From an optimization exercise on the open Yosys and OpenROAD flow, aimed at small area, a short achievable clock period and few clock cycles per item; shortcuts taken in it are not production practice.
Where RTL was checked, it was by simulation tests only, not by an equivalence proof against the original.
Function not checked in runs 4 and 5: the RTL went through the layout flow alone.
Power and IR drop assume default switching activity.

### design.v
package dmod_pkg;
  localparam int RAW_W = 16;
  localparam int VAL_W = 14;
  localparam int RC_W  = 3;
  localparam logic [VAL_W-1:0] NOT_READY = 14'd9999;
  localparam logic [RAW_W-1:0] FAULT_ZERO  = 16'd0;
  localparam logic [RAW_W-1:0] FAULT_LOW   = 16'd20;
  localparam logic [RAW_W-1:0] FAULT_HIGH  = 16'd8190;
  localparam logic [RAW_W-1:0] FAULT_RANGE = 16'd9999;
  localparam logic [VAL_W-1:0] ACCEPT_MIN_RST  = 14'd30;
  localparam logic [VAL_W-1:0] ACCEPT_MAX_RST  = 14'd2000;
  localparam logic [VAL_W-1:0] STOP_DIST_RST   = 14'd200;
  localparam logic [RC_W-1:0]  READY_COUNT_RST = 3'd3;
  typedef enum logic [1:0] {
    CFG_ACCEPT_MIN  = 2'd0,
    CFG_ACCEPT_MAX  = 2'd1,
    CFG_STOP_DIST   = 2'd2,
    CFG_READY_COUNT = 2'd3
  } cfg_idx_t;
  typedef struct packed {
    logic [RAW_W-1:0] left_raw;
    logic [RAW_W-1:0] right_raw;
  } dmod_in_t;
  typedef struct packed {
    logic [VAL_W-1:0] left_median;
    logic [VAL_W-1:0] right_median;
    logic             obstacle;
    logic             obstacle_changed;
  } dmod_out_t;
  typedef struct packed {
    logic [VAL_W-1:0] median;
    logic             ready;
  } side_res_t;
endpackage
import dmod_pkg::*;
module dmod_ring #(
  parameter int WINDOW = 7,
  localparam int CNT_W = $clog2(WINDOW + 1)
) (
  input  logic                                   clk,
  input  logic                                   rst_n,
  input  logic                                   load,
  input  logic [dmod_pkg::RAW_W-1:0]             raw,
  input  logic [dmod_pkg::VAL_W-1:0]             accept_min,
  input  logic [dmod_pkg::VAL_W-1:0]             accept_max,
  input  logic                                   apply,
  output logic [WINDOW-1:0][dmod_pkg::VAL_W-1:0] ring,
  output logic [WINDOW-1:0][CNT_W-1:0]           rel,
  output logic [WINDOW-1:0]                      occ
);
  logic [WINDOW-1:0][VAL_W-1:0] val_r;
  logic [WINDOW-1:0][CNT_W-1:0] rel_r, rel_nxt;
  logic [WINDOW-1:0]            occ_r;
  logic [CNT_W-1:0]             neg_mid;
  logic [1:0]                   below_lo, below_hi;
  logic                         full, mid_up, drop, up, down, ua, ub, push;
  logic [VAL_W-1:0]  x_r;
  logic              ok_r;
  logic [WINDOW-2:0] lt_r;         
  logic [WINDOW-2:0] cmp_win, lt_nxt, lt_x;
  logic              cmp_prev, below_min, above_max, ok;
  logic [WINDOW-1:0] occ_at_apply;
  for (genvar g = 0; g < WINDOW - 1; g++) begin : g_cmp
    dmod_lt u_lt (.a(val_r[g]), .b(raw[VAL_W-1:0]), .lt(cmp_win[g]));
  end
  dmod_lt u_prev  (.a(x_r), .b(raw[VAL_W-1:0]), .lt(cmp_prev));
  dmod_lt u_below (.a(raw[VAL_W-1:0]), .b(accept_min), .lt(below_min));
  dmod_lt u_above (.a(accept_max), .b(raw[VAL_W-1:0]), .lt(above_max));
  assign ok = (raw != FAULT_ZERO) && (raw != FAULT_LOW) &&
              (raw != FAULT_HIGH) && (raw != FAULT_RANGE) &&
              (raw[RAW_W-1:VAL_W] == '0) && !below_min && !above_max;
  assign push = apply && ok_r;
  always_comb begin
    occ_at_apply = push ? {occ_r[WINDOW-2:0], 1'b1} : occ_r;
    for (int i = 0; i < WINDOW - 1; i++) begin
      if (push) begin
        lt_nxt[i] = (i == 0) ? cmp_prev : cmp_win[i-1];
      end else begin
        lt_nxt[i] = cmp_win[i];
      end
      lt_nxt[i] = lt_nxt[i] && occ_at_apply[i];
    end
  end
  always_ff @(posedge clk) begin
    if (load) begin
      x_r        <= raw[VAL_W-1:0];
      ok_r       <= ok;
      lt_r       <= lt_nxt;
    end
  end
  always_comb begin
    lt_x     = lt_r;
    full = occ_r[WINDOW-1];
    if (occ_r[4])      neg_mid = 3'd5;
    else if (occ_r[2]) neg_mid = 3'd6;
    else if (occ_r[0]) neg_mid = 3'd7;
    else               neg_mid = 3'd0;
    mid_up = (occ_r[0] && !occ_r[1]) || (occ_r[2] && !occ_r[3]) ||
             (occ_r[4] && !occ_r[5]);
    below_lo = 2'(lt_x[0]) + 2'(lt_x[1]) + 2'(lt_x[2]);
    below_hi = 2'(lt_x[3]) + 2'(lt_x[4]) + 2'(lt_x[5]);
    rel_nxt[0] = CNT_W'(below_lo) + CNT_W'(below_hi) + neg_mid;
    for (int i = 0; i < WINDOW - 1; i++) begin
      drop = 1'b0;
      for (int k = 0; k < CNT_W; k++) begin
        ua = rel_r[WINDOW-1][k] ^ (k == CNT_W - 1);
        ub = rel_r[i][k] ^ (k == CNT_W - 1);
        drop = (~ua & ub) | ((~ua | ub) & drop);
      end
      drop = drop && full;
      up   = !lt_x[i] && !drop && !mid_up;
      down = lt_x[i] && (drop || mid_up);
      rel_nxt[i+1][0] = rel_r[i][0] ^ (up || down);
      rel_nxt[i+1][1] = rel_r[i][1] ^ ((up && rel_r[i][0]) || (down && !rel_r[i][0]));
      rel_nxt[i+1][2] = rel_r[i][2] ^ ((up && rel_r[i][1] && rel_r[i][0]) ||
                                       (down && !rel_r[i][1] && !rel_r[i][0]));
    end
  end
  always_ff @(posedge clk) begin
    if (!rst_n) begin
      occ_r <= '0;
    end else if (push) begin
      occ_r <= {occ_r[WINDOW-2:0], 1'b1};
    end
  end
  always_ff @(posedge clk) begin
    if (push) begin
      val_r <= {val_r[WINDOW-2:0], x_r};
      rel_r <= rel_nxt;
    end
  end
  assign ring = val_r;
  assign rel  = rel_r;
  assign occ  = occ_r;
endmodule
import dmod_pkg::*;
module dmod_select #(
  parameter int WINDOW = 7,
  localparam int CNT_W = $clog2(WINDOW + 1),
  localparam int CMP_W = (CNT_W > dmod_pkg::RC_W) ? CNT_W : dmod_pkg::RC_W
) (
  input  logic [WINDOW-1:0][dmod_pkg::VAL_W-1:0] ring,
  input  logic [WINDOW-1:0][CNT_W-1:0]           rel,
  input  logic [WINDOW-1:0]                      occ,
  input  logic [dmod_pkg::RC_W-1:0]              ready_count,
  output logic [dmod_pkg::VAL_W-1:0]             picked,
  output dmod_pkg::side_res_t                    res
);
  logic ready;
  always_comb begin
    picked = '0;
    for (int i = 0; i < WINDOW; i++) begin
      picked = picked | ({VAL_W{occ[i] && (rel[i] == '0)}} & ring[i]);
    end
    ready = occ[0];
    for (int k = 2; k <= WINDOW; k++) begin
      if (CMP_W'(ready_count) == CMP_W'(k)) begin
        ready = occ[k-1];
      end
    end
    res.ready  = ready;
    res.median = ready ? picked : NOT_READY;
  end
endmodule
module dmod_lt #(
  parameter int W = dmod_pkg::VAL_W
) (
  input  logic [W-1:0] a,
  input  logic [W-1:0] b,
  output logic         lt
);
  always_comb begin
    lt = 1'b0;
    for (int i = 0; i < W; i++) begin
      lt = (~a[i] & b[i]) | ((~a[i] | b[i]) & lt);
    end
  end
endmodule
import dmod_pkg::*;
module dual_median_obstacle_detector_unit #(
  parameter int WINDOW = 7
) (
  input  logic                               clk,
  input  logic                               rst_n,
  input  logic                               in_valid,
  output logic                               in_stall,
  input  logic [31:0]                        in_data,
  output logic                               out_valid,
  input  logic                               out_stall,
  output logic [29:0]                        out_data,
  input  logic                               cfg_we,
  input  logic [1:0]                         cfg_index,
  input  logic [dmod_pkg::VAL_W-1:0]         cfg_wdata
);
  dmod_pkg::dmod_in_t in_s;
  assign in_s = in_data;
  localparam int CNT_W = $clog2(WINDOW + 1);
  logic [VAL_W-1:0] accept_min_r, accept_max_r, stop_dist_r;
  logic [RC_W-1:0]  ready_count_r;
  always_ff @(posedge clk) begin
    if (!rst_n) begin
      accept_min_r  <= ACCEPT_MIN_RST;
      accept_max_r  <= ACCEPT_MAX_RST;
      stop_dist_r   <= STOP_DIST_RST;
      ready_count_r <= READY_COUNT_RST;
    end else if (cfg_we) begin
      unique case (cfg_index)
        CFG_ACCEPT_MIN:  accept_min_r  <= cfg_wdata;
        CFG_ACCEPT_MAX:  accept_max_r  <= cfg_wdata;
        CFG_STOP_DIST:   stop_dist_r   <= cfg_wdata;
        CFG_READY_COUNT: ready_count_r <= cfg_wdata[RC_W-1:0];
        default:         accept_min_r  <= accept_min_r;
      endcase
    end
  end
  logic             in_stall_r;
  logic             a_valid_r;
  logic             in_accept;
  logic             pend_r;       
  logic             skid_valid_r;
  logic             out_valid_r;
  logic             obstacle_r;   
  logic             go, apply, capture, head_free;
  logic             a_valid_nxt, pend_nxt, skid_valid_nxt, out_valid_nxt;
  assign in_accept = in_valid && !in_stall_r;
  assign go        = !pend_r || !skid_valid_r;
  assign apply     = a_valid_r && go;
  assign capture   = pend_r && !skid_valid_r;
  assign head_free = !out_valid_r || !out_stall;
  always_comb begin
    a_valid_nxt    = in_accept || (a_valid_r && !go);
    pend_nxt       = apply || (pend_r && skid_valid_r);
    skid_valid_nxt = (skid_valid_r || capture) && !head_free;
    out_valid_nxt  = head_free ? (skid_valid_r || capture) : out_valid_r;
  end
  always_ff @(posedge clk) begin
    if (!rst_n) begin
      in_stall_r   <= 1'b0;
      a_valid_r    <= 1'b0;
      pend_r       <= 1'b0;
      skid_valid_r <= 1'b0;
      out_valid_r  <= 1'b0;
    end else begin
      in_stall_r   <= a_valid_nxt && pend_nxt && skid_valid_nxt;
      a_valid_r    <= a_valid_nxt;
      pend_r       <= pend_nxt;
      skid_valid_r <= skid_valid_nxt;
      out_valid_r  <= out_valid_nxt;
    end
  end
  logic [WINDOW-1:0][VAL_W-1:0] left_ring, right_ring;
  logic [WINDOW-1:0][CNT_W-1:0] left_rel, right_rel;
  logic [WINDOW-1:0]            left_occ, right_occ;
  logic [VAL_W-1:0]             left_picked, right_picked;
  dmod_pkg::side_res_t          left_res, right_res;
  dmod_ring #(.WINDOW(WINDOW)) u_left_ring (
    .clk        (clk),
    .rst_n      (rst_n),
    .load       (!in_stall_r),
    .raw        (in_s.left_raw),
    .accept_min (accept_min_r),
    .accept_max (accept_max_r),
    .apply      (apply),
    .ring       (left_ring),
    .rel        (left_rel),
    .occ        (left_occ)
  );
  dmod_ring #(.WINDOW(WINDOW)) u_right_ring (
    .clk        (clk),
    .rst_n      (rst_n),
    .load       (!in_stall_r),
    .raw        (in_s.right_raw),
    .accept_min (accept_min_r),
    .accept_max (accept_max_r),
    .apply      (apply),
    .ring       (right_ring),
    .rel        (right_rel),
    .occ        (right_occ)
  );
  dmod_select #(.WINDOW(WINDOW)) u_left_sel (
    .ring        (left_ring),
    .rel         (left_rel),
    .occ         (left_occ),
    .ready_count (ready_count_r),
    .picked      (left_picked),
    .res         (left_res)
  );
  dmod_select #(.WINDOW(WINDOW)) u_right_sel (
    .ring        (right_ring),
    .rel         (right_rel),
    .occ         (right_occ),
    .ready_count (ready_count_r),
    .picked      (right_picked),
    .res         (right_res)
  );
  logic                obstacle_nxt;
  logic                left_near, right_near;
  dmod_lt u_left_near  (.a(left_picked),  .b(stop_dist_r), .lt(left_near));
  dmod_lt u_right_near (.a(right_picked), .b(stop_dist_r), .lt(right_near));
  dmod_pkg::dmod_out_t res_nxt, skid_r, out_data_r;
  always_comb begin
    obstacle_nxt = (left_res.ready && left_near) ||
                   (right_res.ready && right_near);
    res_nxt.left_median      = left_res.median;
    res_nxt.right_median     = right_res.median;
    res_nxt.obstacle         = obstacle_nxt;
    res_nxt.obstacle_changed = obstacle_r;
  end
  always_ff @(posedge clk) begin
    if (!rst_n) begin
      obstacle_r <= 1'b0;
    end else if (capture) begin
      obstacle_r <= obstacle_nxt;
    end
  end
  always_ff @(posedge clk) begin
    if (!skid_valid_r) begin
      skid_r <= res_nxt;
    end
  end
  always_ff @(posedge clk) begin
    if (head_free) begin
      out_data_r <= skid_valid_r ? skid_r : res_nxt;
    end
  end
  assign in_stall  = in_stall_r;
  assign out_valid = out_valid_r;
  assign out_data  = {out_data_r[29:1], out_data_r.obstacle ^ out_data_r.obstacle_changed};
endmodule
### run.sh
#!/bin/bash
# synth_recipe.tcl (not shown) runs the flow's synth.tcl, then flattens the netlist and writes it again
# the make line also repeats each setting of config.mk as NAME=value (left out here)
make -C /OpenROAD-flow-scripts/flow DESIGN_CONFIG=/design/flow/config.mk WORK_HOME=/design/flow/orfs CLKGATE_MAP_FILE= SYNTH_SCRIPT=/design/flow/synth_recipe.tcl finish
### config.mk
export PLATFORM = sky130hd
export DESIGN_NAME = dual_median_obstacle_detector_unit
export DESIGN_NICKNAME = dual_median_obstacle_detector_unit
export VERILOG_FILES = /design/flow/design.v
export SDC_FILE = /design/flow/constraint.sdc
export NUM_CORES = 4
export LEC_CHECK = 0
export CAP_MARGIN = 20
export CORE_MARGIN = 2
export CORE_UTILIZATION = 40
export CTS_BUF_LIST = sky130_fd_sc_hd__clkbuf_8
export CTS_CLUSTER_DIAMETER = 60
export CTS_CLUSTER_SIZE = 14
export SETUP_SLACK_MARGIN = 5
export SLEW_MARGIN = 20
export SYNTH_HIERARCHICAL = 1
### constraint.sdc
create_clock -name core_clock -period 8.0 [get_ports {clk}]
set_input_delay 1.6000 -clock core_clock [delete_from_list [all_inputs] [get_ports {clk}]]
set_output_delay 1.6000 -clock core_clock [all_outputs]
set_load 0.01 [all_outputs]
==> results of run 1 <==
through the flow:
step	hold WS, ps	worst slack, ps
floorplan	426	5120
global placement	435	3650
detailed placement	438	3610
CTS	453	4970
global route	467	4940
finish	454	5080
power by group through the flow:
stage | Sequential, mW | Clock [mW] | Combinational, mW
final | 2.31 | 1.39 | 0.322
after global routing | 2.32 | 1.49 | 0.349
after CTS | 2.31 | 1.42 | 0.313
after detailed placement | 2.36 | 0 | 0.309
after global placement | 2.36 | 0 | 0.301
after floorplan | 2.35 | 0 | 0.187
Yosys stat by module, one instance, submodules excluded, excerpt:
module                              cells  area (um2)
dual_median_obstacle_detector_unit    345        3990
dmod_lt                                39         253
cell usage after synthesis (all sizes together), types with 5 or more instances:
cell type,instances
a2111oi,20
a21boi,44
a21oi,103
a222oi,30
a22oi,56
a2bb2oi,20
and2,13
and2b,20
buf,61
clkbuf,16
clkinv,20
dfxtp,95
edfxtp,310
fa,8
inv,217
maj3,60
mux2,30
mux2i,30
nand2,215
nand2b,29
nand3,87
nand4,6
nor2,55
nor2b,134
nor3,12
nor3b,6
nor4b,14
o2111ai,20
o211ai,32
o21a,14
o21ai,35
o221ai,52
o22ai,22
or2,12
or2b,8
xnor2,38
xor2,5
placed cells by master (no fill, tap or decap), drive strengths merged, types with 56 or more instances in the layout:
master    n
edfxtp  310
a21oi   103
a22oi    56
dfxtp    95
inv     235
nand2   215
maj3     60
buf     109
nand3    87
nor2b   134
flip-flops by register name, indices dropped and copies added, names as in the netlist, 21 cells and up:
signal / flops
u_left_ring.rel_r: 21
u_right_ring.rel_r: 21
u_right_ring.val_r: 98
u_left_ring.val_r: 98
out_data_r: 30
skid_r: 30
worst reg2reg max path: cells and delay by family (launching register included):
| kind | cells | cell delay, ps |
|---|---|---|
| buf+inv | 2 | 360 |
| flops | 1 | 470 |
| simple gates | 3 | 740 |
| compound gates | 4 | 840 |
| mux | 1 | 280 |
how the worst max path moves through the flow:
stage / end / start / slack, ps / cells after the start
after floorplan: u_left_ring.ok_r / in_data[27] / 5120 / 8
after global placement: u_left_ring.ok_r / in_data[27] / 3650 / 9
after detailed placement: u_left_ring.ok_r / in_data[27] / 3610 / 9
after CTS: u_left_ring.lt_r[0] / skid_valid_r / 4970 / 7
after global routing: out_data_r[1] / u_left_ring.rel_r[14] / 4940 / 12
final: in_stall / in_stall_r / 5080 / 1
repair_timing:
action	4_1_cts	5_1_grt
gates cloned	2	5
setup buffers	37	40
endpoints found under the setup margin	299	105
pin swaps	5	15
gates resized for setup	159	61
cell type report:
class | instances | area share [%]
diodes | 1 | 0.0101
repair buffers | 188 | 7.20
inverters | 237 | 3.69
clock buffers | 46 | 2.56
clock inverters | 26 | 0.773
flip-flops and latches | 405 | 45.4
well taps | 696 | 3.52
multi-input cells | 1248 | 36.9
kinds of logic (layout without fill, tap and decap cells):
group | count (synthesis) | count (layout)
multiplexers | 62 | 62
XOR/XNOR | 43 | 43
AO/OA/AOI/OAI | 455 | 455
flip-flops | 405 | 405
AND/OR/NAND/NOR | 620 | 620
buffers and inverters | 314 | 497
other | 0 | 1
adder cells (fa/ha/maj) | 68 | 68
per-layer routing:
metal / global-route usage, % / part of all wire, %
met1: 31.6 / 47
met2: 30.7 / 43
met3: 3.36 / 7.7
met4: 5.58 / 2.2
met5: 0 / 0
==> out/qor_table.md, run 1 <==
| Parameter | Value |
| --- | --- |
| Outcome | complete, no violations |
| Mux share of post-synthesis cell area | 3.17% |
| Antenna violations before repair | 0 |
| Number of cells on the worst hold path | 0 |
| Remaining max-slew budget at the tightest pin | 24.8% |
| Clock-pin transition on the worst setup and hold timing paths | 90 ps |
| Unrepaired setup endpoints after global routing | yes |
| Proportion of power drawn by flip-flops and latches | 57.5% |
| Site row count | 85 |
| # port buffers | 84 |
| Simple-gate share of the synthesized area | 16.3% |
| Final weighted congestion in routability-driven placement | 0.848 |
| Switching pwr | 997 uW |
| List of cells traversed by the critical path | dlygate4sd2_1 |
| Initial Utilization | 40.3% |
| Layout area overhead | 14.7% |
| Largest fanout of any net on the critical path | 3 |
| CTS tree | done |
| Area of the multi-input gates | 9140 um2 |
| CP peak stage delay | 400 ps |
| Number of vias in the routed layout | 16.1k |
| Top achievable clock speed | 342 MHz |
| Kind of critical path | register to primary output |
| Filler cell count | 4976 |
| Internal portion of total power | 3.02 mW |
| Crit path arrival time | 1320 ps |
| Vias in the first global route | 14.9k |
| CTS max path bufs | 3 |
| Clk Latency, worst-skew pair | 640 ps |
| Root buffer cell | clkbuf_8 |
| Placed insts | 2689 |
| Cell count after synthesis | 1967 |
| Main combinational cell family by area after synthesis | compound AO/OA/AOI/OAI gates |
| Pin count of the biggest net entering global routing | 80 |
| Final critical-path share of the clock period | 36.5% |
| # nets final | 2181 |
| Adder and majority gate portion of the synthesized area | 3.87% |
| Number of max-cap violations | 0 |
| Syn_area_per_cell | 11.0 um2 |
| Crit-path leading delay family | flip-flops |
| Compound-Gate Fraction of Synth Area | 16.6% |
| FF-to-FF setup slack | 5080 ps |
| Startpoint of the worst-slack reg-to-reg timing path | u_right_ring.rel_r[5] |
| Total wire length | 60700 um |
| Sinks on the clock net | 405 |
| Leakage | 8.97 nW |
| Relative contribution of the clock network to total power | 34.5% |
| Number of register bits inferred by synthesis | 405 |
| Crit path time final | 2920 ps |
| Hold Crit Class | register to register |
| Ratio of cells with drive above 1 in the final layout | 21.8% |
| Switching power as a share of total power | 24.8% |
| Master of the slowest instance on the critical path | dfxtp_2 |
| Number of endpoints failing setup at the final stage | 0 |
| IR drop worst, VDD | 101 uV |
| Launch instance of the worst min-delay path | u_right_ring.x_r[7] |
| Buffers and inverters on the worst path | 1 |
| Sequential element share of the synthesized area | 51.9% |
| Count of flip-flops with a built-in enable after synthesis | 310 |
| Synth area leaders | edfxtp_1, dfxtp_1, nand2_1 |
| Detailed placer's ending HPWL | 40400 um |
| Netlist area before placement | 21600 um2 |
| Cell Area, Placed | 23000 um2 |
| Synth unique cells | 58 |
| Iteration count of the initial detailed-routing pass | 8 |
| Xor and xnor area share after synthesis | 1.74% |
| Area leader, netlist | edfxtp_1 |
| Overall die area | 55800 um2 |
| Total number of yosys warnings | 10 |
| Number of non-filler instances in the completed layout | 2847 |
| Number of I/O pins | 85 |
| Endpoint of the worst hold-timing path | u_right_ring.val_r[7] |
| Share of synthesized registers carrying an async set or reset | 0% |
| Wire length of the first global-routing pass | 90400 um |
| Grt total ovfl | 0 |
| Endpoint of the worst-slack reg-to-reg timing path | out_data_r[1] |
| Clock buffers created by TritonCTS | 40 |
| Post-Synthesis Net Count | 2028 |
| Detailed-route DRC error count | 0 |
| Total non-filler cell area in the finished layout | 24800 um2 |
| R2r worst-path depth | 10 |
| Max H-tree Level | 2 |
| Crit path capture type | primary output |
| Final cell utilization of the core | 46.2% |
| Total track usage | 20.8% |
| Count of final max-slew check failures | 0 |
| Initial drt markers | 1692 |
| Summed negative setup slack over all endpoints | 0 ps |
| WL per Instance | 21.3 um |
| Floorplan core area | 53600 um2 |
| Transition time at the pin with the least slew margin | 1130 ps |
| Crit start category | register |
| Combinational fraction of design power | 8.0% |
| Total area of sequential cells | 11200 um2 |
| Mean number of vias per cell | 5.66 |
| Chip height | 236 um |
| Clock Skews | 32.1 ps |
| Die boundary width | 236 um |
| Post-DRT Antenna Nets | 0 |
| Total design power | 4.02 mW |
| Share of the synthesized area in the top cell type | 43.1% |
| Power density over the cells | 162 nW/um2 |
| Number of hold violations in the final report | 0 |
| Most common flop cell mapped by yosys | edfxtp_1 |
| Worst path required time | 6400 ps |
| Hold-fix buffers, CTS | 0 |
Testbench counts, summed over its fixed seeds: cycles 16,024, items 16,000.
==> run 2, diff against run 1 <==
==> flow/run.sh (new file) <==
#!/bin/bash
# The standard layout with the port buffers made from buf_2 cells instead of
# the default delay buffers. make's output goes to standard.log; each step's
# tool log is under orfs/logs/.
set -euo pipefail
bash standard.sh "BUFFER_PORTS_ARGS=-buffer_cell sky130_fd_sc_hd__buf_2" finish > standard.log 2>&1
==> standard.sh (new file) <==
#!/bin/bash
# synth_recipe.tcl (not shown) runs the flow's synth.tcl, then flattens the netlist and writes it again
# the make line also repeats each setting of config.mk as NAME=value (left out here)
make -C /OpenROAD-flow-scripts/flow DESIGN_CONFIG=/design/flow/config.mk WORK_HOME=/design/flow/orfs CLKGATE_MAP_FILE= SYNTH_SCRIPT=/design/flow/synth_recipe.tcl "${@:-finish}"
--- a/config.mk
+++ b/config.mk
@@ -8,5 +8,5 @@
 export CAP_MARGIN = 20
 export CORE_MARGIN = 2
-export CORE_UTILIZATION = 40
+export CORE_UTILIZATION = 55
 export CTS_BUF_LIST = sky130_fd_sc_hd__clkbuf_8
 export CTS_CLUSTER_DIAMETER = 60
removed: run.sh
==> run 2 against run 1 <==
  * Still clean on timing, DRC and antenna
  * Clock power barely moved
  * Sequential share of layout area rose by 2.1 points
  * Hold slack barely moved
  * Cell area fell by 4.4%
  * Combinational power fell by 6.8%
  * Die area fell by 27%
  * Total power fell by 0.82%
  * Final cell count fell by 7.7%
  * Register-to-register slack got worse by 70 ps
  * Via count fell by 1.4%
==> out/qor_table.md, run 2 <==
| Parameter | Value | Change |
| --- | --- | --- |
| Unrepaired setup endpoints after global routing | yes |  |
| Summed negative setup slack over all endpoints | 0 ps | unchanged |
| CP peak stage delay | 490 ps | +90 ps |
| Vias in the first global route | 14.9k | -0.34% |
| Area leader, netlist | edfxtp_1 |  |
| Transition time at the pin with the least slew margin | 992 ps | -136 ps |
| CTS max path bufs | 3 | unchanged |
| Clock Skews | 23.4 ps | -8.65 ps |
| Site row count | 72 | -15% |
| List of cells traversed by the critical path | nor4b_4 > buf_6 > buf_4 > a222oi_1 > nand3_1 > and2b_2 > a2111oi_2 > a21oi_2 > a22o_1 > mux2_2 |  |
| Largest fanout of any net on the critical path | 8 | +5 |
| Final weighted congestion in routability-driven placement | 0.902 | +6.3% |
| Hold Slack | 454 ps | -0.475 ps |
| # port buffers | 84 | unchanged |
| Antenna violations before repair | 1 | +1 |
| Total non-filler cell area in the finished layout | 23700 um2 | -4.4% |
| Crit-path leading delay family | compound AO/OA/AOI/OAI gates |  |
| Wire length of the first global-routing pass | 88200 um | -2.4% |
| Most common library cells after synthesis | edfxtp_1, nand2_1, inv_1 |  |
| Syn_area_per_cell | 11.0 um2 | unchanged |
| Grt total ovfl | 0 | unchanged |
| Sinks on the clock net | 405 | unchanged |
| Share of the synthesized area in the top cell type | 43.1% | unchanged |
| Most common flop cell mapped by yosys | edfxtp_1 |  |
| Clock-pin transition on the worst setup and hold timing paths | 90 ps | about the same |
| Ratio of cells with drive above 1 in the final layout | 22.1% | +0.31 points |
| Overall die area | 40800 um2 | -27% |
| Crit path arrival time | 3400 ps | +2080 ps |
| Kind of critical path | register to register |  |
| # nets final | 2145 | -1.7% |
| Detailed placer's ending HPWL | 40500 um | +0.23% |
| Max H-tree Level | 2 | unchanged |
| Number of hold violations in the final report | 0 | unchanged |
| Remaining max-slew budget at the tightest pin | 33.9% | +9.1 points |
| Power density over the cells | 168 nW/um2 | +3.8% |
| Clock buffers created by TritonCTS | 39 | -2.5% |
| Number of vias in the routed layout | 15.9k | -1.4% |
| Detailed-route DRC error count | 0 | unchanged |
| Cell count after synthesis | 1967 | unchanged |
| Most common cell after layout, fill and taps aside | edfxtp_1 |  |
| Chip height | 202 um | -14% |
| Clk Latency, worst-skew pair | 650 ps | about the same |
| Number of non-filler instances in the completed layout | 2629 | -7.7% |
| Number of I/O pins | 85 | unchanged |
| CTS tree | done |  |
| Synth area leaders | edfxtp_1, dfxtp_1, nand2_1 |  |
| Number of register bits inferred by synthesis | 405 | unchanged |
| Diodes inserted | 0 | -1 |
| Hold-fix buffers, CTS | 0 | unchanged |
| Root buffer cell | clkbuf_8 |  |
| Layout area overhead | 9.67% |  |
| Netlist area before placement | 21600 um2 | unchanged |
| Most used cells in the layout excluding fill and tap cells | edfxtp_1, nand2_1, inv_1 |  |
| Crit path time final | 2990 ps | +70.7 ps |
| Master of the slowest instance on the critical path | edfxtp_1 |  |
| Post-DRT Antenna Nets | 0 | unchanged |
| Share of synthesized registers carrying an async set or reset | 0% | unchanged |
| Number of endpoints failing setup at the final stage | 0 | unchanged |
| Hold Crit Class | register to register |  |
| Iteration count of the initial detailed-routing pass | 7 | -1 |
| Worst path required time | 8400 ps | +2000 ps |
| Crit start category | register |  |
| Synth unique cells | 58 | unchanged |
| Placed insts | 2509 | -6.7% |
| Count of final max-slew check failures | 0 | unchanged |
| Mean number of vias per cell | 6.05 | +6.8% |
| Initial drt markers | 1738 | +2.7% |
| Most frequent cell after synthesis | edfxtp_1 |  |
| Post-Synthesis Net Count | 2028 | unchanged |
| Final cell utilization of the core | 61.1% | +15 points |
| Top flop regs | u_left_ring.val_r x98, u_right_ring.val_r x98 |  |
| Floorplan core area | 38700 um2 | -28% |
| Sequential element share of the synthesized area | 51.9% | unchanged |
| Pin count of the biggest net entering global routing | 76 | -5.0% |
| Count of flip-flops with a built-in enable after synthesis | 310 | unchanged |
| Die boundary width | 202 um | -14% |
| Buffers and inverters on the worst path | 2 | +1 |
| Leakage | 8.57 nW | -4.5% |
| Cell Area, Placed | 22300 um2 | -2.9% |
| Total number of yosys warnings | 10 | unchanged |
| Crit path capture type | register |  |
| Top achievable clock speed | 334 MHz | -2.4% |
| Total wire length | 58500 um | -3.7% |
| WL per Instance | 22.2 um | +4.3% |
| IR drop worst, VDD | 169 uV | +67% |
| Outcome | complete, no violations |  |
| Total track usage | 28.3% | +7.4 points |
| Number of max-cap violations | 0 | unchanged |
| Initial Utilization | 55.7% | +15 points |
| Final critical-path share of the clock period | 37.4% | +0.88 points |
## run 2: cell counts after synthesis
Identical to the previous run, type by type.
## run 2: stage by stage
stage / power, mW / worst slack [ps]
floorplan: 2.53 / 5120
global placement: 2.65 / 4420
detailed placement: 2.65 / 4340
CTS: 4.00 / 4920
global route: 4.11 / 4890
finish: 3.99 / 5010
## run 2: path summary, 6_finish.rpt
| path | startpoint | endpoint | slack [ps] | cells after the start |
|---|---|---|---|---|
| setup / recovery | u_left_ring.rel_r[16] | out_data_r[1] | 5010 | 10 |
| hold / removal | u_left_ring.x_r[13] | u_left_ring.val_r[13] | 450 | 0 |
| setup reg to reg | u_left_ring.rel_r[16] | out_data_r[1] | 5010 | 10 |
| hold reg to reg | u_left_ring.x_r[13] | u_left_ring.val_r[13] | 450 | 0 |
## run 2: power breakdown
group          leakage (nW)  total, mW  switching (mW)  internal (mW)
Clock                 0.459       1.37           0.776          0.597
Combinational          4.42      0.300           0.184          0.116
Sequential             3.69       2.31          0.0340           2.28
## run 2: kinds of logic (layout without fill, tap and decap cells)
logic type,Yosys count,in the layout,synth area share (%)
AOI/OAI and AO/OA,455,455,16.6
xor gates and xnor gates,43,43,1.74
adders and majority gates,68,68,3.87
buffers and inverters,314,458,6.33
DFF,405,405,51.9
muxes,62,62,3.17
and+or+nand+nor,620,620,16.3
## run 2: final cells by class
cell class / instances / area [um2]
inverters: 237 / 916
clock inverters: 26 / 211
well taps: 518 / 648
repair buffers: 153 / 1050
multi-input cells: 1248 / 9050
clock buffers: 42 / 578
fillers: 3253 / 15100
flip-flops and latches: 405 / 11200
## run 2: routing by layer
metal / vias to the layer above / routed length (um) / GRT usage, %
met5: - / 0 / 0
met4: 0 / 1300 / 6.80
met3: 81 / 5540 / 5.50
met2: 713 / 24700 / 40.9
met1: 7758 / 26900 / 43.7
li1: 7349 / - / -
## run 2: repair_timing
action	in CTS	in global routing
pin swaps	3	8
buffers inserted	8	42
setup endpoints to repair	119	123
gates resized for setup	5	33
## run 2: modules after synthesis, one instance, submodules excluded, excerpt
module                              area [um2]  times used  cells inside  flops+latches
dual_median_obstacle_detector_unit        3990           1           345            111
dmod_lt                                    253          20            39              0
==> run 3, diff against run 2 <==
==> flow/run.sh (replaced) <==
#!/bin/bash
# The standard layout with the port buffers made from buf_2 cells instead of
# the default delay buffers, and timing repair aimed 5.4 ns below the clock
# period. make's output goes to standard.log; each step's tool log is under
# orfs/logs/.
set -euo pipefail
bash standard.sh "BUFFER_PORTS_ARGS=-buffer_cell sky130_fd_sc_hd__buf_2" SETUP_SLACK_MARGIN=5.4 finish > standard.log 2>&1
--- a/config.mk
+++ b/config.mk
@@ -12,5 +12,4 @@
 export CTS_CLUSTER_DIAMETER = 60
 export CTS_CLUSTER_SIZE = 14
-export SETUP_SLACK_MARGIN = 5
 export SLEW_MARGIN = 20
 export SYNTH_HIERARCHICAL = 1
==> run 3 against run 2 <==
  * Non-clock buffer count increased by 24
  * Cell area grew 3.3%
  * First-iteration DRC count fell by 8.9%
  * Total power fell by 0.86%
==> out/qor_table.md, run 3 <==
| Parameter | Value | Change |
| --- | --- | --- |
| Worst path required time | 6400 ps | -2000 ps |
| Power density over the cells | 162 nW/um2 | -4.0% |
| Clock buffers created by TritonCTS | 39 | unchanged |
| Internal portion of total power | 2.98 mW | -0.44% |
| List of cells traversed by the critical path | xor2_1 > buf_2 |  |
| Final cell utilization of the core | 63.1% | +2.0 points |
| CTS tree | done |  |
| Unrepaired setup endpoints after global routing | yes |  |
| Crit path capture type | primary output |  |
| Outcome | complete, no violations |  |
| WL per Instance | 22.2 um | -0.26% |
| Final weighted congestion in routability-driven placement | 0.869 | -3.7% |
| Post-placement worst setup slack | 4410 ps | +72.5 ps |
| Total number of yosys warnings | 10 | unchanged |
| Syn_area_per_cell | 11.0 um2 | unchanged |
| Total design power | 3.95 mW | -0.86% |
| Iteration count of the initial detailed-routing pass | 10 | +3 |
| Max H-tree Level | 2 | unchanged |
| Top achievable clock speed | 342 MHz | +2.4% |
| Top flop regs | u_left_ring.val_r x98, u_right_ring.val_r x98 |  |
| R2r worst-path depth | 11 | +1 |
| Cell count after synthesis | 1967 | unchanged |
| Wire length of the first global-routing pass | 89000 um | +0.89% |
| Leakage | 8.90 nW | +3.9% |
| Cell Area, Placed | 22400 um2 | +0.30% |
| Remaining max-slew budget at the tightest pin | 44.8% | +11 points |
| Clock Skews | 30.9 ps | +7.45 ps |
| Count of final max-slew check failures | 0 | unchanged |
| Number of endpoints failing setup at the final stage | 0 | unchanged |
| Crit path time final | 2920 ps | -70.1 ps |
| Final critical-path share of the clock period | 36.5% | -0.88 points |
| Summed negative setup slack over all endpoints | 0 ps | unchanged |
| Total track usage | 28.5% | +0.18 points |
| Most common cell after layout, fill and taps aside | edfxtp_1 |  |
| Total wire length | 58900 um | +0.76% |
| Detailed-route DRC error count | 0 | unchanged |
| Most common library cells after synthesis | edfxtp_1, nand2_1, inv_1 |  |
| Antenna violations before repair | 0 | -1 |
| Kind of critical path | register to primary output |  |
| Number of max-cap violations | 0 | unchanged |
| Switching power as a share of total power | 24.6% | -0.32 points |
| Initial Utilization | 55.7% | unchanged |
| Combinational fraction of design power | 8.3% | +0.8 points |
| Synth area leaders | edfxtp_1, dfxtp_1, nand2_1 |  |
| Most common flop cell mapped by yosys | edfxtp_1 |  |
| CP peak stage delay | 430 ps | -60 ps |
| Hold Crit Class | register to register |  |
| Number of hold violations in the final report | 0 | unchanged |
| Number of cells on the worst hold path | 0 | unchanged |
| Vias in the first global route | 15.0k | +0.78% |
| Transition time at the pin with the least slew margin | 824 ps | -168 ps |
| Placed insts | 2511 | +0.080% |
| Overall die area | 40800 um2 | unchanged |
| Pin count of the biggest net entering global routing | 71 | -6.6% |
| Proportion of power drawn by flip-flops and latches | 58.5% | +0.5 points |
| Final WS setup | 5080 ps | +70.1 ps |
| # nets final | 2169 | +1.1% |
| Detailed placer's ending HPWL | 39600 um | -2.3% |
| Relative contribution of the clock network to total power | 33.2% | -1.2 points |
| Post-Synthesis Net Count | 2028 | unchanged |
| Die boundary width | 202 um | unchanged |
| Total non-filler cell area in the finished layout | 24500 um2 | +3.3% |
| Clk Latency, worst-skew pair | 630 ps | -20 ps |
| Post-DRT Antenna Nets | 0 | unchanged |
| Sinks on the clock net | 405 | unchanged |
| IR drop worst, VDD | 155 uV | -8.2% |
| Initial drt markers | 1583 | -8.9% |
| Largest fanout of any net on the critical path | 2 | -6 |
| Switching pwr | 973 uW | -2.2% |
| Share of synthesized registers carrying an async set or reset | 0% | unchanged |
| Sequential element share of the synthesized area | 51.9% | unchanged |
| Share of the synthesized area in the top cell type | 43.1% | unchanged |
| Number of I/O pins | 85 | unchanged |
| Area leader, netlist | edfxtp_1 |  |
| Number of non-filler instances in the completed layout | 2656 | +1.0% |
| Synth unique cells | 58 | unchanged |
| # port buffers | 84 | unchanged |
| Crit path arrival time | 1320 ps | -2080 ps |
| Clock-pin transition on the worst setup and hold timing paths | 90 ps | about the same |
| Root buffer cell | clkbuf_8 |  |
| Grt total ovfl | 0 | unchanged |
| Layout area overhead | 13.3% |  |
| Chip height | 202 um | unchanged |
| Site row count | 72 | unchanged |
| Diodes inserted | 0 | unchanged |
| Floorplan core area | 38700 um2 | unchanged |
| Netlist area before placement | 21600 um2 | unchanged |
| CTS max path bufs | 3 | unchanged |
| Mean number of vias per cell | 6.00 | -0.79% |
| Most used cells in the layout excluding fill and tap cells | edfxtp_1, nand2_1, inv_1 |  |
| Crit start category | register |  |
| Most frequent cell after synthesis | edfxtp_1 |  |
| Ratio of cells with drive above 1 in the final layout | 25.9% | +3.8 points |
| Number of vias in the routed layout | 15.9k | +0.23% |
| Hold Slack | 453 ps | -0.599 ps |
| Count of flip-flops with a built-in enable after synthesis | 310 | unchanged |
| Master of the slowest instance on the critical path | edfxtp_1 |  |
| Number of register bits inferred by synthesis | 405 | unchanged |
-- run 3: final timing paths --
| check | startpoint | end | slack [ps] |
|---|---|---|---|
| setup / recovery | out_data_r[1] | out_data[0] | 5080 |
| hold reg to reg | u_left_ring.x_r[7] | u_left_ring.val_r[7] | 450 |
| setup reg to reg | u_left_ring.rel_r[14] | out_data_r[1] | 5150 |
| hold / removal | u_left_ring.x_r[7] | u_left_ring.val_r[7] | 450 |
-- run 3: modules after synthesis (local to each module, per instance), excerpt --
module / copies in the design / cells inside / cell area, um2
dual_median_obstacle_detector_unit: 1 / 345 / 3990
dmod_lt: 20 / 39 / 253
-- run 3: repair_timing --
| item | 4_1_cts | 5_1_grt |
|---|---|---|
| endpoints found under the setup margin | 200 | 165 |
| cloned | 2 | 4 |
| resized for setup | 93 | 87 |
| pin swaps | 21 | 27 |
| setup buffers | 42 | 26 |
| hold buffers | 0 | 0 |
-- run 3: worst max-delay path: cells and delay by family (launching register included) --
kind | cells | cell delay (ps)
xor+xnor | 1 | 160
buf+inv | 1 | 140
flops | 1 | 430
-- run 3: cells by family after synthesis --
family | Yosys count | share of synthesized area [%]
mux | 62 | 3.17
compound gates | 455 | 16.6
buf+inv | 314 | 6.33
flops | 405 | 51.9
simple gates | 620 | 16.3
fa+ha+maj | 68 | 3.87
xor+xnor | 43 | 1.74
-- run 3: power by group through the flow --
stage	registers, mW	clock network, mW	logic [mW]
2_1_floorplan	2.35	0	0.186
3_3_place_gp	2.36	0	0.283
3_5_place_dp	2.36	0	0.288
4_1_cts	2.31	1.35	0.299
5_1_grt	2.32	1.43	0.356
6_report	2.31	1.31	0.327
-- run 3: area by class of cell --
cell class | count | area (um2)
timing repair buffer | 177 | 1590
sequential | 405 | 11200
tap | 518 | 648
clock inverter | 29 | 194
fill | 3178 | 14300
multi-input combinational | 1248 | 9290
inverter | 237 | 931
clock buffer | 42 | 578
-- run 3: metal layers --
metal | share of wire [%] | global-route usage, % | routed length [um]
met5 | 0 | 0 | 0
met4 | 1.9 | 7.74 | 1130
met3 | 11 | 7.30 | 6200
met2 | 43 | 41.0 | 25100
met1 | 45 | 42.7 | 26400
==> run 4, diff against run 3 <==
--- a/design.v
+++ b/design.v
@@ -56,39 +56,24 @@
   logic                         full, mid_up, drop, up, down, ua, ub, push;
   logic [VAL_W-1:0]  x_r;
-  logic              ok_r;
-  logic [WINDOW-2:0] lt_r;         
-  logic [WINDOW-2:0] cmp_win, lt_nxt, lt_x;
-  logic              cmp_prev, below_min, above_max, ok;
-  logic [WINDOW-1:0] occ_at_apply;
-  for (genvar g = 0; g < WINDOW - 1; g++) begin : g_cmp
-    dmod_lt u_lt (.a(val_r[g]), .b(raw[VAL_W-1:0]), .lt(cmp_win[g]));
-  end
-  dmod_lt u_prev  (.a(x_r), .b(raw[VAL_W-1:0]), .lt(cmp_prev));
-  dmod_lt u_below (.a(raw[VAL_W-1:0]), .b(accept_min), .lt(below_min));
-  dmod_lt u_above (.a(accept_max), .b(raw[VAL_W-1:0]), .lt(above_max));
-  assign ok = (raw != FAULT_ZERO) && (raw != FAULT_LOW) &&
-              (raw != FAULT_HIGH) && (raw != FAULT_RANGE) &&
-              (raw[RAW_W-1:VAL_W] == '0) && !below_min && !above_max;
-  assign push = apply && ok_r;
-  always_comb begin
-    occ_at_apply = push ? {occ_r[WINDOW-2:0], 1'b1} : occ_r;
-    for (int i = 0; i < WINDOW - 1; i++) begin
-      if (push) begin
-        lt_nxt[i] = (i == 0) ? cmp_prev : cmp_win[i-1];
-      end else begin
-        lt_nxt[i] = cmp_win[i];
-      end
-      lt_nxt[i] = lt_nxt[i] && occ_at_apply[i];
-    end
-  end
+  logic              sane_r;       
+  logic [WINDOW-2:0] lt_x;         
+  logic              below_min, above_max;
   always_ff @(posedge clk) begin
     if (load) begin
-      x_r        <= raw[VAL_W-1:0];
-      ok_r       <= ok;
-      lt_r       <= lt_nxt;
+      x_r    <= raw[VAL_W-1:0];
+      sane_r <= (raw != FAULT_ZERO) && (raw != FAULT_LOW) &&
+                (raw != FAULT_HIGH) && (raw != FAULT_RANGE) &&
+                (raw[RAW_W-1:VAL_W] == '0);
     end
   end
+  dmod_lt u_below (.a(x_r), .b(accept_min), .lt(below_min));
+  dmod_lt u_above (.a(accept_max), .b(x_r), .lt(above_max));
+  assign push = apply && sane_r && !below_min && !above_max;
+  for (genvar g = 0; g < WINDOW - 1; g++) begin : g_cmp
+    logic lt_g;
+    dmod_lt u_lt (.a(val_r[g]), .b(x_r), .lt(lt_g));
+    assign lt_x[g] = occ_r[g] && lt_g;
+  end
   always_comb begin
-    lt_x     = lt_r;
     full = occ_r[WINDOW-1];
     if (occ_r[4])      neg_mid = 3'd5;
==> run.sh (new file) <==
#!/bin/bash
# synth_recipe.tcl (not shown) runs the flow's synth.tcl, then flattens the netlist and writes it again
# the make line also repeats each setting of config.mk as NAME=value (left out here)
make -C /OpenROAD-flow-scripts/flow DESIGN_CONFIG=/design/flow/config.mk WORK_HOME=/design/flow/orfs CLKGATE_MAP_FILE= SYNTH_SCRIPT=/design/flow/synth_recipe.tcl finish
--- a/config.mk
+++ b/config.mk
@@ -8,8 +8,9 @@
 export CAP_MARGIN = 20
 export CORE_MARGIN = 2
-export CORE_UTILIZATION = 55
+export CORE_UTILIZATION = 40
 export CTS_BUF_LIST = sky130_fd_sc_hd__clkbuf_8
 export CTS_CLUSTER_DIAMETER = 60
 export CTS_CLUSTER_SIZE = 14
+export SETUP_SLACK_MARGIN = 5
 export SLEW_MARGIN = 20
 export SYNTH_HIERARCHICAL = 1
removed: flow/run.sh
removed: standard.sh
==> run 4 against run 3 <==
  * Still clean on timing, DRC and antenna
  * Via count is 1.4% lower
  * Register-to-register slack worse by 810 ps
  * Cell area is 2.3% higher
  * Combinational power is 1% lower
  * Clock skew is 8.5 ps higher
  * Global-route usage is 6.6 points lower
  * First-iteration DRC count is 13% higher
  * Total power is 0.11% higher
  * Clock power is 5% higher
  * Die area is 32% higher
  * Routed wire length is 2.7% higher
  * Largest power group unchanged
==> out/qor_table.md, run 4 <==
| Parameter | Value | Change |
| --- | --- | --- |
| Initial Utilization | 40.5% | -15 points |
| Final critical-path share of the clock period | 45.7% | +9.2 points |
| Most common flop cell mapped by yosys | edfxtp_1 |  |
| Post-placement worst setup slack | 3920 ps | -490 ps |
| Post-DRT Antenna Nets | 0 | unchanged |
| Number of hold violations in the final report | 0 | unchanged |
| Antenna violations before repair | 3 | +3 |
| Iteration count of the initial detailed-routing pass | 9 | -1 |
| Crit path time final | 3660 ps | +734 ps |
| Crit start category | register |  |
| Floorplan core area | 51400 um2 | +33% |
| FF-to-FF setup slack | 4340 ps | -810 ps |
| Synth area leaders | edfxtp_1, dfxtp_1, nand2_1 |  |
| Total wire length | 60500 um | +2.7% |
| Power density over the cells | 158 nW/um2 | -2.1% |
| Summed negative setup slack over all endpoints | 0 ps | unchanged |
| Sequential element share of the synthesized area | 52.2% | +0.23 points |
| WL per Instance | 21.6 um | -2.8% |
| Top flop regs | u_left_ring.val_r x98, u_right_ring.val_r x98 |  |
| Launch instance of the worst min-delay path | skid_r[25] |  |
| Clock buffers created by TritonCTS | 39 | unchanged |
| CTS tree | done |  |
| Mean number of vias per cell | 5.60 | -6.6% |
| Site row count | 83 | +15% |
| Crit path capture type | register |  |
| Most common library cells after synthesis | edfxtp_1, nand2_1, inv_1 |  |
| Layout area overhead | 20.2% |  |
| Placed insts | 2540 | +1.2% |
| CTS max path bufs | 3 | unchanged |
| Number of I/O pins | 85 | unchanged |
| Most used cells in the layout excluding fill and tap cells | edfxtp_1, nand2_1, inv_1 |  |
| Ratio of cells with drive above 1 in the final layout | 27.9% | +2.0 points |
| Number of non-filler instances in the completed layout | 2805 | +5.6% |
| Leakage | 9.25 nW | +3.9% |
| Crit path arrival time | 4040 ps | +2720 ps |
| Top achievable clock speed | 273 MHz | -20% |
| Wire length of the first global-routing pass | 89900 um | +0.95% |
| # nets final | 2155 | -0.65% |
| Number of register bits inferred by synthesis | 393 | -3.0% |
| Detailed-route DRC error count | 0 | unchanged |
| Number of endpoints failing setup at the final stage | 0 | unchanged |
| Total design power | 3.96 mW | +0.11% |
| Clock Skews | 39.4 ps | +8.45 ps |
| Hold Slack | 480 ps | +26.2 ps |
| Largest fanout of any net on the critical path | 4 | +2 |
| Post-Synthesis Net Count | 1886 | -7.0% |
| Detailed placer's ending HPWL | 40300 um | +1.7% |
| Synth unique cells | 68 | +17% |
| Hold Crit Class | register to register |  |
| Cell count after synthesis | 1825 | -7.2% |
| Netlist area before placement | 20800 um2 | -3.6% |
| Worst path required time | 8380 ps | +1980 ps |
| Clk Latency, worst-skew pair | 640 ps | about the same |
| Count of final max-slew check failures | 0 | unchanged |
| Final WS setup | 4340 ps | -734 ps |
| Area leader, netlist | edfxtp_1 |  |
| Initial drt markers | 1784 | +13% |
| Max H-tree Level | 2 | unchanged |
| Share of synthesized registers carrying an async set or reset | 0% | unchanged |
| Clock-pin transition on the worst setup and hold timing paths | 80 ps | about the same |
| Most frequent cell after synthesis | edfxtp_1 |  |
| Final weighted congestion in routability-driven placement | 0.906 | +4.3% |
| Chip height | 232 um | +15% |
| Number of max-cap violations | 0 | unchanged |
| Total track usage | 21.9% | -6.6 points |
| Die boundary width | 232 um | +15% |
| Number of vias in the routed layout | 15.7k | -1.4% |
| Unrepaired setup endpoints after global routing | yes |  |
| Most common cell after layout, fill and taps aside | edfxtp_1 |  |
| Startpoint of the worst-slack reg-to-reg timing path | u_right_ring.x_r[8] |  |
| Kind of critical path | register to register |  |
| Transition time at the pin with the least slew margin | 699 ps | -125 ps |
| Sinks on the clock net | 393 | -3.0% |
| Hold-fix buffers, CTS | 0 | unchanged |
| Syn_area_per_cell | 11.4 um2 | +3.9% |
| Pin count of the biggest net entering global routing | 81 | +14% |
| Overall die area | 53800 um2 | +32% |
| Outcome | complete, no violations |  |
| # port buffers | 84 | unchanged |
| Crit path launch | u_right_ring.x_r[8] |  |
| Share of the synthesized area in the top cell type | 43.0% | -0.10 points |
| Remaining max-slew budget at the tightest pin | 53.4% | +8.6 points |
| Grt total ovfl | 0 | unchanged |
| Count of flip-flops with a built-in enable after synthesis | 298 | -3.9% |
| IR drop worst, VDD | 105 uV | -32% |
| Vias in the first global route | 15.0k | +0.033% |
| Root buffer cell | clkbuf_8 |  |
| Total number of yosys warnings | 10 | unchanged |
## run 4: cell types whose count changed after synthesis, sizes merged, moves of 14 or more
cell | before | now
inv | 217 | 181
nand2 | 215 | 187
nand3 | 87 | 61
nor2b | 134 | 118
o211ai | 32 | 18
## run 4: cell type report
type | count | area [um2]
fill | 4631 | 26400
sequential | 393 | 10900
multi-input combinational | 1162 | 9020
timing repair buffer | 299 | 2680
tap | 680 | 851
inverter | 199 | 753
clock buffer | 41 | 564
clock inverter | 29 | 259
antenna | 2 | 5.00
## run 4: worst paths after layout
path                            cells past startpoint                    end
worst max-delay path                               12  u_right_ring.rel_r[1]
worst min-delay path                                1             skid_r[25]
worst max register to register                     12  u_right_ring.rel_r[1]
worst min register to register                      1             skid_r[25]
## run 4: worst max-delay path, cell delays in order (launching register included)
cell and delay [ps]:
edfxtp_1 550, buf_6 160, nor2b_4 30, maj3_2 300, a21oi_2 120, o221ai_2 110
a21oi_2 150, nand2_2 90, fa_1 520, fa_1 440, fa_2 360, fa_2 520
inv_1 40
## run 4: Yosys stat by module, one instance, submodules excluded, a selection
module	flip-flops and latches	cell area (um2)	copies in the design	cells
dual_median_obstacle_detector_unit	111	3990	1	345
dmod_lt	0	253	18	39
## run 4: per-layer routing
layer,up-vias,GRT usage (%),share of wire [%]
li1,7202,-,-
met1,7767,31.4,45
met2,646,33.6,44
met3,104,3.36,7.8
met4,0,7.91,3.1
met5,-,0,0
## run 4: kinds of logic after synthesis
| kind of cell | after synthesis | synth area share, % |
|---|---|---|
| fa+ha+maj | 62 | 3.69 |
| mux | 74 | 3.86 |
| simple gates | 580 | 17.1 |
| buf+inv | 270 | 5.82 |
| flops | 393 | 52.2 |
| xor+xnor | 43 | 1.81 |
| compound gates | 403 | 15.5 |
## run 4: per-stage QoR
stage | util, % | area, um2
after global placement | 43.3 | 22200
after global routing | 48.6 | 25000
after CTS | 46.9 | 24100
after detailed placement | 43.3 | 22200
final | 48.6 | 25000
after floorplan | - | 20800
## run 4: power breakdown
part | internal (mW) | switching (mW) | leakage, nW
Clock | 0.623 | 0.754 | 0.464
Combinational | 0.153 | 0.170 | 5.24
Sequential | 2.21 | 0.0449 | 3.54
## run 4: what timing repair did
action | 4_1_cts | 5_1_grt
hold endpoints to repair | 0 | 0
buffers inserted | 120 | 68
resized for setup | 94 | 75
setup endpoints to repair | 242 | 131
pin swaps | 10 | 26
gates cloned | 0 | 5
==> run 5, diff against run 4 <==
--- a/design.v
+++ b/design.v
@@ -52,6 +52,8 @@
   logic [WINDOW-1:0][CNT_W-1:0] rel_r, rel_nxt;
   logic [WINDOW-1:0]            occ_r;
-  logic [CNT_W-1:0]             neg_mid;
-  logic [1:0]                   below_lo, below_hi;
+  logic [1:0]                   mid_nxt;
+  logic [WINDOW-2:0]            sorted_lt;
+  logic [12:0]                  at_least;
+  logic [5:0]                   ge;
   logic                         full, mid_up, drop, up, down, ua, ub, push;
   logic [VAL_W-1:0]  x_r;
@@ -77,13 +79,32 @@
   always_comb begin
     full = occ_r[WINDOW-1];
-    if (occ_r[4])      neg_mid = 3'd5;
-    else if (occ_r[2]) neg_mid = 3'd6;
-    else if (occ_r[0]) neg_mid = 3'd7;
-    else               neg_mid = 3'd0;
+    if (occ_r[4])      mid_nxt = 2'd3;
+    else if (occ_r[2]) mid_nxt = 2'd2;
+    else if (occ_r[0]) mid_nxt = 2'd1;
+    else               mid_nxt = 2'd0;
     mid_up = (occ_r[0] && !occ_r[1]) || (occ_r[2] && !occ_r[3]) ||
              (occ_r[4] && !occ_r[5]);
-    below_lo = 2'(lt_x[0]) + 2'(lt_x[1]) + 2'(lt_x[2]);
-    below_hi = 2'(lt_x[3]) + 2'(lt_x[4]) + 2'(lt_x[5]);
-    rel_nxt[0] = CNT_W'(below_lo) + CNT_W'(below_hi) + neg_mid;
+    sorted_lt = lt_x;
+    for (int r = 0; r < 5; r++) begin
+      for (int i = 0; i < WINDOW - 1; i++) begin
+        for (int j = i + 1; j < WINDOW - 1; j++) begin
+          if ((r == 0 && ((i == 0 && j == 5) || (i == 1 && j == 3) || (i == 2 && j == 4))) ||
+              (r == 1 && ((i == 1 && j == 2) || (i == 3 && j == 4))) ||
+              (r == 2 && ((i == 0 && j == 3) || (i == 2 && j == 5))) ||
+              (r == 3 && ((i == 0 && j == 1) || (i == 2 && j == 3) || (i == 4 && j == 5))) ||
+              (r == 4 && ((i == 1 && j == 2) || (i == 3 && j == 4)))) begin
+            {sorted_lt[i], sorted_lt[j]} = {sorted_lt[i] | sorted_lt[j],
+                                            sorted_lt[i] & sorted_lt[j]};
+          end
+        end
+      end
+    end
+    at_least = {3'b000, sorted_lt, 4'b1111};
+    for (int t = -2; t <= 3; t++) begin
+      ge[t+2] = at_least[t + 3 + 32'(mid_nxt)];
+    end
+    rel_nxt[0][2] = !ge[2];
+    rel_nxt[0][1] = (ge[0] && !ge[2]) || ge[4];
+    rel_nxt[0][0] = !ge[0] || (ge[1] && !ge[2]) || (ge[3] && !ge[4]) || ge[5];
     for (int i = 0; i < WINDOW - 1; i++) begin
       drop = 1'b0;
==> run 5 against run 4 <==
  * Via count up 4.9%
  * Largest power group unchanged
  * Routed wire length up 1.2%
  * Critical path depth up 2
  * Non-clock buffer count down 23
  * Global-route usage down 0.053 points
  * Setup slack better by 360 ps
  * Die area up 1.0%
  * Synthesized cell count up 5.7%
  * Count of clock-buffer cells in the layout up 2
  * Critical path type unchanged
  * Still clean
  * Area after synthesis up 1.1%
==> out/qor_table.md, run 5 <==
| Parameter | Value | Change |
| --- | --- | --- |
| Outcome | complete, no violations |  |
| Most common cell after layout, fill and taps aside | edfxtp_1 |  |
| Placed insts | 2642 | +4.0% |
| CP peak stage delay | 510 ps | -40 ps |
| Unrepaired setup endpoints after global routing | yes |  |
| Crit path launch | u_left_ring.x_r[3] |  |
| Clock-pin transition on the worst setup and hold timing paths | 90 ps | about the same |
| Number of hold violations in the final report | 0 | unchanged |
| Transition time at the pin with the least slew margin | 838 ps | +139 ps |
| Total wire length | 61200 um | +1.2% |
| Kind of critical path | register to register |  |
| Max H-tree Level | 2 | unchanged |
| Top achievable clock speed | 303 MHz | +11% |
| Endpoint of the worst setup timing path | u_left_ring.rel_r[0] |  |
| Most frequent cell after synthesis | edfxtp_1 |  |
| Count of flip-flops with a built-in enable after synthesis | 298 | unchanged |
| Most prevalent standard cell on the critical path | buf_4 |  |
| R2r worst-path depth | 14 | +2 |
| Total track usage | 21.9% | -0.053 points |
| Most common library cells after synthesis | edfxtp_1, nand2_1, inv_1 |  |
| Overall die area | 54400 um2 | +1.0% |
| Crit start category | register |  |
| Cell count along the critical path | 14 | +2 |
| Antenna violations before repair | 1 | -2 |
| FF-to-FF setup slack | 4700 ps | +360 ps |
| Root buffer cell | clkbuf_8 |  |
| Syn_area_per_cell | 10.9 um2 | -4.4% |
| Detailed placer's ending HPWL | 41300 um | +2.4% |
| Crit path capture type | register |  |
| Count of final max-slew check failures | 0 | unchanged |
| Synth area leaders | edfxtp_1, dfxtp_1, nand2_1 |  |
| Filler cell count | 4708 | +1.7% |
| List of cells traversed by the critical path | buf_4 > nand2b_1 > o221ai_1 > a21oi_1 > o21ai_2 > a21oi_2 > buf_4 > nand2_2 > maj3_2 > a221oi_2 > a311o_1 > o41ai_2 > a31oi_1 > a221o_1 |  |
| Number of register bits inferred by synthesis | 393 | unchanged |
| Crit-path leading delay family | compound AO/OA/AOI/OAI gates |  |
| # nets final | 2221 | +3.1% |
| Buffers and inverters on the worst path | 2 | unchanged |
| Synth unique cells | 73 | +7.4% |
| WL per Instance | 21.2 um | -1.7% |
| Vias in the first global route | 15.6k | +3.9% |
| Total non-filler cell area in the finished layout | 25300 um2 | +1.1% |
| Ratio of cells with drive above 1 in the final layout | 26.2% | -1.7 points |
| Power density over the cells | 159 nW/um2 | +0.60% |
| Total number of yosys warnings | 10 | unchanged |
| Number of I/O pins | 85 | unchanged |
| Largest fanout of any net on the critical path | 7 | +3 |
| Remaining max-slew budget at the tightest pin | 44.0% | -9.4 points |
| Number of non-filler instances in the completed layout | 2887 | +2.9% |
| Master of the slowest instance on the critical path | edfxtp_1 |  |
| Netlist area before placement | 21000 um2 | +1.1% |
| Sinks on the clock net | 393 | unchanged |
| Initial Utilization | 40.2% | -0.22 points |
| Clock Skews | 46.6 ps | +7.21 ps |
| CTS max path bufs | 3 | unchanged |
| CTS tree | done |  |
| Wire length of the first global-routing pass | 91000 um | +1.2% |
| Layout area overhead | 20.3% | about the same |
| # port buffers | 84 | unchanged |
| Crit path time final | 3300 ps | -356 ps |
| Chip height | 233 um | +0.52% |
| Initial drt markers | 1760 | -1.3% |
| Post-DRT Antenna Nets | 0 | unchanged |
| Most used cells in the layout excluding fill and tap cells | edfxtp_1, nand2_1, inv_1 |  |
| Share of the synthesized area in the top cell type | 42.6% | -0.45 points |
| Cell Area, Placed | 22400 um2 | +0.94% |
| Sequential element share of the synthesized area | 51.6% | -0.55 points |
| Final cell utilization of the core | 48.4% | -0.24 points |
| Hold Slack | 482 ps | +2.12 ps |
| Pin count of the biggest net entering global routing | 87 | +7.4% |
| Die boundary width | 233 um | +0.52% |
| Clock buffers created by TritonCTS | 40 | +2.6% |
| Clk Latency, worst-skew pair | 630 ps | about the same |
| Post-placement worst setup slack | 4110 ps | +196 ps |
| Detailed-route DRC error count | 0 | unchanged |
| Floorplan core area | 52200 um2 | +1.6% |
| Number of vias in the routed layout | 16.5k | +4.9% |
| Share of synthesized registers carrying an async set or reset | 0% | unchanged |
| Leakage | 9.19 nW | -0.65% |
| Worst path required time | 8470 ps | +90 ps |
| Summed negative setup slack over all endpoints | 0 ps | unchanged |
| IR drop worst, VDD | 96.4 uV | -8.3% |
| Most common flop cell mapped by yosys | edfxtp_1 |  |
| Endpoint of the worst-slack reg-to-reg timing path | u_left_ring.rel_r[0] |  |
| Total design power | 4.02 mW | +1.7% |
| Top flop regs | u_left_ring.val_r x98, u_right_ring.val_r x98 |  |
| Hold Crit Class | register to register |  |
| Final WS setup | 4700 ps | +356 ps |
| Mean number of vias per cell | 5.71 | +1.9% |
| Site row count | 84 | +1.2% |
| Number of endpoints failing setup at the final stage | 0 | unchanged |
| Final weighted congestion in routability-driven placement | 0.886 | -2.3% |
| Area leader, netlist | edfxtp_1 |  |
| Post-Synthesis Net Count | 1982 | +5.1% |
| Cell count after synthesis | 1929 | +5.7% |
| Startpoint of the worst-slack reg-to-reg timing path | u_left_ring.x_r[3] |  |
| Final critical-path share of the clock period | 41.3% | -4.5 points |
| Grt total ovfl | 0 | unchanged |
| Crit path arrival time | 3770 ps | -270 ps |
| Iteration count of the initial detailed-routing pass | 8 | -1 |
| Number of max-cap violations | 0 | unchanged |
[run 5: cell count changes after synthesis, moves of 12 or more]
| cell | previous run | this run |
|---|---|---|
| a21oi_1 | 75 | 109 |
| mux2i_1 | 42 | 18 |
| nor2_1 | 53 | 73 |
| a31oi_1 | 0 | 18 |
| nor4_1 | 2 | 20 |
| nor3_1 | 4 | 20 |
| xor2_1 | 17 | 1 |
| nor4_2 | 12 | 0 |
| o22ai_1 | 18 | 30 |
| o2bb2ai_1 | 0 | 12 |
| xnor2_1 | 26 | 38 |
[run 5: cell families (layout without fill, tap and decap cells)]
family | count (synthesis) | count (layout) | synth area share, %
muxes | 50 | 50 | 2.68
AOI/OAI and AO/OA | 497 | 497 | 18.4
DFF | 393 | 393 | 51.6
buffers and inverters | 268 | 536 | 5.79
adders and majority gates | 56 | 56 | 3.00
xor gates and xnor gates | 39 | 39 | 1.63
other | 0 | 2 | 0
and+or+nand+nor | 626 | 626 | 16.9
[run 5: metal layers]
metal | vias up | routed length [um] | global-route usage [%]
met5 | - | 0 | 0
met4 | 0 | 2260 | 8.54
met3 | 134 | 4530 | 3.87
met2 | 642 | 27900 | 34.1
met1 | 8090 | 26600 | 30.1
li1 | 7618 | - | -
[run 5: worst min path at each step]
stage,startpoint,endpoint,slack [ps],cells after the start
3_3_place_gp,skid_r[19],skid_r[19],460,1
5_1_grt,u_right_ring.val_r[49],u_right_ring.val_r[63],500,0
6_report,skid_r[19],skid_r[19],480,1
2_1_floorplan,skid_r[19],skid_r[19],450,1
4_1_cts,skid_r[19],skid_r[19],480,1
3_5_place_dp,u_right_ring.val_r[49],u_right_ring.val_r[63],460,0
[run 5: Yosys stat by module (local to each module, per instance), a selection]
module	times used	area [um2]
dual_median_obstacle_detector_unit	1	3990
dmod_lt	18	253
[run 5: cell type report]
class / instances / area (um2) / share of cell area (%)
Inverter: 189 / 711 / 2.81
Tap cell: 688 / 861 / 3.40
Antenna cell: 2 / 5.00 / 0.0198
Multi-Input combinational cell: 1268 / 9390 / 37.1
Timing Repair Buffer: 276 / 2570 / 10.2
Clock buffer: 43 / 592 / 2.34
Clock inverter: 28 / 284 / 1.12
Sequential cell: 393 / 10900 / 43.0
[run 5: timing repair]
action                                  CTS  global route
resized for setup                       118            44
gates cloned                              0             4
endpoints found under the setup margin  267           145
pin swaps                                30            18
setup buffers                           112            56
hold buffers                              0             0
[run 5: power breakdown]
group          internal [mW]  switching (mW)  total, mW
clock network          0.675           0.758       1.43
logic                  0.162           0.180      0.343
registers               2.21          0.0384       2.25
total                   3.05           0.976       4.02

separate check: timing with driven ports:
Ports are ideal in the flow. The routed layouts listed here were re-timed in OpenROAD.
Step 1 sets driving cells, clkbuf_16 on the clock port and buf_2 on the other inputs (assumed; they add their load-dependent delay and slew).
Step 2 moves the port delays by t, midway between the first and last clock arrival at a register: inputs arrive t later, outputs are due t later. That takes back most of the time a late clock gives input paths.
Slacks: ideal ports / drivers / drivers and shift; pairs: ideal ports / drivers.
run	t (ns)	setup slack, ns	worst setup path at the end	worst register clock-pin slew, ns	pins driven straight from the clock port
run 1	0.677	5.078 / 5.024 / 4.442	input to register	0.10 / 0.10	1
run 2	0.689	5.007 / 4.956 / 4.437	input to register	0.10 / 0.10	1
run 3	0.665	5.077 / 5.024 / 4.699	input to register	0.10 / 0.10	1
run 4	0.676	4.343 / 4.343 / 4.343	register to register	0.10 / 0.10	1
run 5	0.663	4.699 / 4.699 / 4.662	input to register	0.11 / 0.11	1
After both steps every run listed still meets setup and hold. The setup slack of run 1, which loses most, moves by -0.054 ns with the drivers and by -0.636 ns with both steps.
